This design comes from an exercise in tuning for a short achievable clock period and few clock cycles on the open sky130 flow, not from production work.
Power and IR drop assume default switching activity.

Setup of v6:
==> flow/design.v <==
package core_pkg;
    localparam int XLEN      = 32;
    localparam int REG_COUNT = 32;
    typedef logic [XLEN-1:0] xlen_t;                      
    typedef logic [XLEN-1:0] addr_t;                      
    typedef logic [31:0]     instr_t;
    typedef logic [$clog2(REG_COUNT)-1:0] reg_idx_t;
    typedef enum logic [1:0] {
        FWD_RF  = 2'd0,
        FWD_EXE = 2'd1,
        FWD_MEM = 2'd2,
        FWD_WB  = 2'd3
    } fwd_sel_e;
    localparam xlen_t    ZERO_WORD = '0;
    localparam reg_idx_t ZERO_REG  = '0;                  
endpackage
package isa_pkg;
    typedef logic [6:0] funct7_t;
    localparam logic [6:0] OPC_OP     = 7'b0110011;
    localparam logic [6:0] OPC_OP_IMM = 7'b0010011;
    localparam logic [6:0] OPC_LOAD   = 7'b0000011;
    localparam logic [6:0] OPC_STORE  = 7'b0100011;
    localparam logic [6:0] OPC_BRANCH = 7'b1100011;
    localparam logic [6:0] OPC_SYSTEM = 7'b1110011;
    localparam logic [2:0] F3_ADD_SUB = 3'b000;
    localparam logic [2:0] F3_XOR     = 3'b100;
    localparam logic [2:0] F3_OR      = 3'b110;
    localparam logic [2:0] F3_AND     = 3'b111;
    localparam logic [2:0] F3_BEQ     = 3'b000;
    localparam logic [2:0] F3_BNE     = 3'b001;
    localparam logic [2:0] F3_LW_SW   = 3'b010;               
    localparam funct7_t F7_BASE = 7'b0000000;
    localparam funct7_t F7_SUB  = 7'b0100000;
    typedef enum logic [2:0] {
        ALU_ADD = 3'd0,
        ALU_SUB = 3'd1,
        ALU_AND = 3'd2,
        ALU_OR  = 3'd3,
        ALU_XOR = 3'd4
    } alu_op_e;
    typedef enum logic [1:0] {
        CAUSE_FETCH   = 2'd0,
        CAUSE_DECODE  = 2'd1,
        CAUSE_EXECUTE = 2'd2,
        CAUSE_MEMORY  = 2'd3
    } cause_e;
endpackage
`timescale 1ns/1ps
module core #(
    parameter logic [31:0] BOOT_ADDRESS = 32'h0000_0000
) (
    input  logic        i_clk,
    input  logic        i_rst,
    output logic [31:0] o_imem_addr,
    input  logic [31:0] i_imem_data,
    output logic        o_dmem_en,
    output logic        o_dmem_wr,
    output logic [31:0] o_dmem_addr,
    output logic [31:0] o_dmem_wdata,
    input  logic [31:0] i_dmem_rdata,
    input  logic        i_dmem_done,
    output logic        o_ecall,
    output logic [31:0] o_epc,
    output logic [1:0]  o_cause
);
    logic [31:0] pc;
    logic        fd_valid, fd_pred;
    logic [31:0] fd_instr, fd_pc;
    logic        de_valid, de_rdw, de_load, de_store, de_br, de_bne, de_pred, de_ecall, de_ill;
    logic        de_sub, de_and, de_or, de_xor, de_sfwd;
    logic [4:0]  de_rd;
    logic [31:0] de_a, de_b, de_s, de_pc, de_alt;
    logic        em_valid, em_rdw, em_load, em_req;
    logic [4:0]  em_rd;
    logic [31:0] em_res, em_wdata;
    logic [31:0] regs [1:31];
    logic        m_stall;
    logic [31:0] m_data;
    assign m_stall = em_req && !i_dmem_done;
    assign m_data  = em_load ? i_dmem_rdata : em_res;
    assign o_dmem_en    = em_req;
    assign o_dmem_wr    = !em_load;
    assign o_dmem_addr  = em_res;
    assign o_dmem_wdata = em_wdata;
    always_ff @(posedge i_clk)
    begin
        if (em_valid && em_rdw && !m_stall)
            regs[em_rd] <= m_data;
    end
    logic [31:0] e_sum, e_res;
    logic        e_mis_al, e_taken, redirect, e_free;
    assign e_sum = de_a + de_b;
    always_comb
    begin
        if (de_sub)      e_res = de_a - de_b;
        else if (de_and) e_res = de_a & de_b;
        else if (de_or)  e_res = de_a | de_b;
        else if (de_xor) e_res = de_a ^ de_b;
        else             e_res = e_sum;
    end
    assign e_mis_al = e_sum[1:0] != 2'b00;
    assign e_taken  = (de_a == de_s) != de_bne;
    assign redirect = de_valid && de_br && (e_taken != de_pred);
    assign e_free   = !m_stall;
    always_ff @(posedge i_clk or posedge i_rst)
    begin
        if (i_rst)
        begin
            em_valid <= 1'b0;
            em_req   <= 1'b0;
            o_ecall  <= 1'b0;
            o_epc    <= BOOT_ADDRESS;
            o_cause  <= 2'd0;
        end
        else if (e_free)
        begin
            em_valid <= de_valid;
            em_req   <= de_valid && (de_load || de_store) && !e_mis_al;
            o_ecall  <= de_valid && de_ecall;
            if (de_valid && (de_ill || ((de_load || de_store) && e_mis_al)))
            begin
                o_epc   <= de_pc;
                o_cause <= de_ill ? 2'd1 : 2'd3;
            end
        end
        else
            o_ecall <= 1'b0;
    end
    always_ff @(posedge i_clk)
    begin
        if (e_free)
        begin
            em_rdw   <= de_rdw && !(de_load && e_mis_al);
            em_load  <= de_load;
            em_rd    <= de_rd;
            em_res   <= e_res;
            em_wdata <= (de_sfwd && em_rdw) ? m_data : de_s;
        end
    end
    logic [6:0]  opc;
    logic [2:0]  f3;
    logic [6:0]  f7;
    logic [4:0]  rs1, rs2, rd;
    logic        is_op, is_addi, is_lw, is_sw, is_br, is_ec, legal, use1, use2, use2s;
    logic [31:0] imm, rf1, rf2, v1, v2, d_alt;
    logic        e_hit1, e_hit2, m_hit1, m_hit2, load_use, d_go, fd_free;
    assign opc = fd_instr[6:0];
    assign f3  = fd_instr[14:12];
    assign f7  = fd_instr[31:25];
    assign rs1 = fd_instr[19:15];
    assign rs2 = fd_instr[24:20];
    assign rd  = fd_instr[11:7];
    assign is_op   = opc == 7'b0110011 &&
                     ((f7 == 7'h00 && (f3 == 3'd0 || f3 == 3'd4 || f3 == 3'd6 || f3 == 3'd7)) ||
                      (f7 == 7'h20 && f3 == 3'd0));
    assign is_addi = opc == 7'b0010011 && f3 == 3'd0;
    assign is_lw   = opc == 7'b0000011 && f3 == 3'd2;
    assign is_sw   = opc == 7'b0100011 && f3 == 3'd2;
    assign is_br   = opc == 7'b1100011 && f3[2:1] == 2'b00;
    assign is_ec   = fd_instr == 32'h0000_0073;
    assign legal   = is_op || is_addi || is_lw || is_sw || is_br || is_ec;
    assign use1  = is_op || is_addi || is_lw || is_sw || is_br;
    assign use2s = is_op || is_br;               
    assign use2  = use2s || is_sw;
    assign imm = is_sw ? {{20{f7[6]}}, f7, rd} : {{20{f7[6]}}, fd_instr[31:20]};
    assign rf1 = (rs1 == 5'd0) ? 32'd0 : regs[rs1];
    assign rf2 = (rs2 == 5'd0) ? 32'd0 : regs[rs2];
    assign e_hit1 = de_valid && de_rdw && de_rd == rs1;
    assign e_hit2 = de_valid && de_rdw && de_rd == rs2;
    assign m_hit1 = em_valid && em_rdw && em_rd == rs1;
    assign m_hit2 = em_valid && em_rdw && em_rd == rs2;
    assign v1 = e_hit1 ? e_res : m_hit1 ? m_data : rf1;
    assign v2 = e_hit2 ? e_res : m_hit2 ? m_data : rf2;
    assign load_use = fd_valid && de_load && ((use1 && e_hit1) || (use2s && e_hit2));
    assign d_alt = fd_pred ? fd_pc + 32'd4
                           : fd_pc + {{20{f7[6]}}, rd[0], f7[5:0], rd[4:1], 1'b0};
    assign d_go    = e_free && !load_use;
    assign fd_free = !fd_valid || d_go;
    always_ff @(posedge i_clk or posedge i_rst)
    begin
        if (i_rst)
        begin
            de_valid <= 1'b0;
            de_br    <= 1'b0;
        end
        else if (e_free)
        begin
            de_valid <= fd_valid && !load_use && !redirect;
            de_br    <= is_br;
        end
        else if (redirect)
            de_br    <= 1'b0;                        
    end
    always_ff @(posedge i_clk)
    begin
        if (e_free)
        begin
            de_rdw   <= (is_op || is_addi || is_lw) && rd != 5'd0;
            de_load  <= is_lw;
            de_store <= is_sw;
            de_bne   <= f3[0];
            de_pred  <= fd_pred;
            de_ecall <= is_ec;
            de_ill   <= !legal;
            de_sub   <= is_op && f7[5];
            de_and   <= is_op && f3 == 3'd7;
            de_or    <= is_op && f3 == 3'd6;
            de_xor   <= is_op && f3 == 3'd4;
            de_sfwd  <= is_sw && de_valid && de_load && de_rdw && de_rd == rs2;
            de_rd    <= rd;
            de_a     <= v1;
            de_b     <= is_op ? v2 : imm;
            de_s     <= (e_hit2 && !de_load) ? e_res : m_hit2 ? m_data : rf2;
            de_pc    <= fd_pc;
            de_alt   <= d_alt;
        end
    end
    logic [31:0] f_word, f_next;
    logic        f_br, f_pred, f_same;
    assign o_imem_addr = pc;
    assign f_word = i_imem_data;
    assign f_br   = f_word[6:0] == 7'b1100011 && f_word[14:13] == 2'b00;
    assign f_same = f_word[19:15] == f_word[24:20];
    assign f_pred = f_br && (f_same ? !f_word[12] : (f_word[12] || f_word[31]));
    assign f_next = f_pred ? pc + {{20{f_word[31]}}, f_word[7], f_word[30:25], f_word[11:8], 1'b0}
                           : pc + 32'd4;
    always_ff @(posedge i_clk or posedge i_rst)
    begin
        if (i_rst)
        begin
            pc       <= BOOT_ADDRESS;
            fd_valid <= 1'b0;
        end
        else if (redirect)
        begin
            pc       <= de_alt;
            fd_valid <= 1'b0;
        end
        else if (fd_free)
        begin
            pc       <= f_next;
            fd_valid <= 1'b1;
        end
    end
    always_ff @(posedge i_clk)
    begin
        if (fd_free)
        begin
            fd_instr <= f_word;
            fd_pc    <= pc;
            fd_pred  <= f_pred;
        end
    end
endmodule
export LEC_CHECK = 0
export ABC_CLOCK_PERIOD_IN_PS = 2500
export CAP_MARGIN = 20
export CORE_MARGIN = 2
export CORE_UTILIZATION = 40
export SETUP_SLACK_MARGIN = 3.0
export SLEW_MARGIN = 20
export TNS_END_PERCENT = 100
create_clock -name core_clock -period 5.5 [get_ports {i_clk}]
run.sh (not shown) runs the stock make flow with config.mk's settings and CLKGATE_MAP_FILE= SYNTH_SCRIPT=/design/flow/synth_recipe.tcl, a recipe that flattens the netlist after the stock synthesis.
v6: done, clean on timing, DRC and antenna
Inputs modified between v6 and v7:
# v6
export LEC_CHECK = 0
export ABC_CLOCK_PERIOD_IN_PS = 2500
export CAP_MARGIN = 20
export CORE_MARGIN = 2
export CORE_UTILIZATION = 40
export SETUP_SLACK_MARGIN = 3.0
export SLEW_MARGIN = 20
export TNS_END_PERCENT = 100
create_clock -name core_clock -period 5.5 [get_ports {i_clk}]
# v7
export LEC_CHECK = 0
export ABC_CLOCK_PERIOD_IN_PS = 3000
export CAP_MARGIN = 20
export CORE_MARGIN = 2
export CORE_UTILIZATION = 50
export SETUP_SLACK_MARGIN = 2.5
export SLEW_MARGIN = 20
export TNS_END_PERCENT = 100
create_clock -name core_clock -period 5.5 [get_ports {i_clk}]
Findings:
- | ratio of final minimum period to clock period | lower: v6 |
- Combinational share of power in v7 vs v6: down 2.6 points
- Taking v6 as the reference, in v7 cell internal power dissipation saw a decrease; post-route standard cell area excluding fillers -about 5%.
No run of this note included a check of the RTL's function; only the layout flow was run.

[re-timing with driven ports]
The flow's constraints put no driver on any port. The routed layouts listed below were extracted and timed again, unchanged, in two steps. Step 1 sets driving cells, clkbuf_16 on the clock port and buf_2 on the other inputs (assumed; they add their load-dependent delay and slew). Step 2 moves the port delays by t, midway between the first and last clock arrival at a register: inputs arrive t later, outputs are due t later. That takes back most of the time a late clock gives input paths. Three values: no drivers, after step 1, after step 2; two values: the first two.
| run | t (ns) | setup WS [ns] | worst setup path at the end |
|---|---|---|---|
| v6 | 0.909 | 2.052 / 2.052 / 1.697 | input to register |
| v7 | 0.897 | 2.011 / 2.011 / 1.458 | input to register |
After both steps setup and hold are still met in every run listed. For v7, which loses most, drivers alone change the setup slack by 0.000 ns; drivers and shift together by -0.553 ns.
